Source: an optimization exercise on an open RTL-to-GDS flow (aim: small area, a short achievable clock period and few clock cycles per item). Production flows keep margins and buffers that such runs may drop. The RTL was checked by simulation tests, not by an equivalence proof against the original design. No activity file was given, so power comes from the tool's default toggle rates.

==> sierra: inputs <==
Design codec2_frame_encoder, start of the top module:
module codec2_frame_encoder
(
	input  logic clk,
	input  logic rst,
	input  logic start,
	input  logic [10*16-1:0] lsp_in,
	input  logic voiced_first,
	input  logic voiced_second,
	input  frame_pkg::woe_index_t woe_index,
	output frame_pkg::frame_bits_t encoded_bits,
	output logic done_frame
);
	logic busy;
	logic accept;
	frame_pkg::frame_bits_t frame_word;
	frame_pkg::frame_bits_t word_q;
	assign accept = start && !busy;
	frame_packer u_packer
	(
		.lsp_in (lsp_in),
		.voiced_first (voiced_first),
		.voiced_second (voiced_second),
		.woe_index (woe_index),
		.frame_word (frame_word)
	);
	always_ff @(posedge clk or negedge rst)
	begin
		if (!rst)
		begin
			busy <= 1'b0;
			done_frame <= 1'b0;
			word_q <= '0;
		end
		else
		begin
			busy <= accept;
			if (accept)
				done_frame <= 1'b1;
			if (accept)
				word_q <= frame_word;
		end
	end
	assign encoded_bits = word_q;
endmodule
Settings: LEC_CHECK=0, CAP_MARGIN=20, CORE_MARGIN=2, CORE_UTILIZATION=40, SETUP_SLACK_MARGIN=5, SLEW_MARGIN=20; clock period 8.0 ns.
run.sh (not shown) runs the stock make flow with config.mk's settings and CLKGATE_MAP_FILE= SYNTH_SCRIPT=/design/flow/synth_recipe.tcl, a recipe that flattens the netlist after the stock synthesis.
==> inputs of pepper, as changes to sierra <==
==> flow/flow/run.sh (new file) <==
#!/bin/bash
# The standard layout, with the port buffers made from the smallest plain
# buffer instead of the delay buffer buffer_ports picks by default; the
# resizer upsizes them where timing or slew needs it.
set -euo pipefail
export BUFFER_PORTS_ARGS="-buffer_cell sky130_fd_sc_hd__buf_1"
bash standard.sh finish > standard.log 2>&1
==> flow/standard.sh (new file) <==
#!/bin/bash
# synth_recipe.tcl (not shown) runs the flow's synth.tcl, then flattens the netlist and writes it again
# the make line also repeats each setting of config.mk as NAME=value (left out here)
make -C /OpenROAD-flow-scripts/flow DESIGN_CONFIG=/design/flow/config.mk WORK_HOME=/design/flow/orfs CLKGATE_MAP_FILE= SYNTH_SCRIPT=/design/flow/synth_recipe.tcl "${@:-finish}"
Settings changed: SETUP_SLACK_MARGIN 5 to 4.0.
removed: flow/run.sh
==> inputs of xenon, as changes to sierra <==
==> flow/flow/run.sh (new file) <==
#!/bin/bash
# The standard layout, with the port buffers made from the smallest plain
# buffer instead of the delay buffer buffer_ports picks by default; the
# resizer upsizes them where timing or slew needs it.
set -euo pipefail
export BUFFER_PORTS_ARGS="-buffer_cell sky130_fd_sc_hd__buf_1"
bash standard.sh SETUP_SLACK_MARGIN=5.6 finish > standard.log 2>&1
==> flow/standard.sh (new file) <==
#!/bin/bash
# synth_recipe.tcl (not shown) runs the flow's synth.tcl, then flattens the netlist and writes it again
# the make line also repeats each setting of config.mk as NAME=value (left out here)
make -C /OpenROAD-flow-scripts/flow DESIGN_CONFIG=/design/flow/config.mk WORK_HOME=/design/flow/orfs CLKGATE_MAP_FILE= SYNTH_SCRIPT=/design/flow/synth_recipe.tcl "${@:-finish}"
removed: flow/run.sh
==> notes.md <==
GR Util met1=33.2%; leading cell type in the layout, fill and taps excluded=buf_1; status=complete, no violations; CP Buf/Inv Count=1; part of the power in the clock network=24.7%; Max transition margin=56.4%; area of the multi-input gates=4490 µm²; final worst-path cycle share=35.9%
the above is filed under xenon

==> notes.md <==
status=complete, no violations; CP Buf/Inv Count=4; number of remaining DRC errors=0; Setup WS pre-CTS=4.59 ns; leading cell type in the layout, fill and taps excluded=buf_1; Max transition margin=49.5%; final worst-path cycle share=38.5%; area of the multi-input gates=3730 µm²; Leading cell kind=multi-input combinational cells; GR Util met1=32.7%; sequential share of cell area=19.3%; part of the power in the clock network=33.8%
the above is filed under pepper

==> notes.md <==
status=complete, no violations; Synth cell types=78; clock buffers=6; CP Buf/Inv Count=1; post-place instance area=7410 µm²; leading cell type in the layout, fill and taps excluded=clkdlybuf4s50_1; final worst-path cycle share=37.7%; Nets=1104; Final min period=3.01 ns; WP data required=8.22 ns; Worst path max stage delay=0.54 ns; part of the power in the clock network=28.9%; area of the multi-input gates=4110 µm²
the above is filed under sierra

Testbench counts of sierra, summed over its fixed seeds: cycles 776, frames 384.
Testbench counts of pepper, summed over its fixed seeds: cycles 776, frames 384.
Testbench counts of xenon, summed over its fixed seeds: cycles 776, frames 384.

afterwards: timing with drivers on the ports:
In the flow no input, the clock included, has a driving cell. The finished layouts below were timed again as built, in two steps. Step 1: set_driving_cell puts a clkbuf_16 on clk and a buf_2 on each other input, an assumption about the parent block. Step 2 adds t to the input delays and takes it off the output delays; t is the mean of the earliest and latest rising clock arrival at the registers after step 1. Input paths then give back, and output paths get back, about the clock's delay inside the block. a / b / c = no drivers / after step 1 / after step 2; a / b = the first two.
run | t, ns | setup WS [ns] | worst setup path at the end | slew at the worst register clock pin (ns) | worst data-port slew with drivers (ns)
sierra | 0.335 | 4.987 / 4.983 / 4.649 | input to register | 0.08 / 0.08 | 0.07
pepper | 0.321 | 4.921 / 4.933 / 4.612 | input to register | 0.07 / 0.07 | 0.06
xenon | 0.322 | 5.126 / 5.137 / 4.815 | input to register | 0.07 / 0.07 | 0.06
After both steps setup and hold are still met in every run listed. For sierra, which loses most, drivers alone change the setup slack by -0.004 ns; drivers and shift together by -0.338 ns.
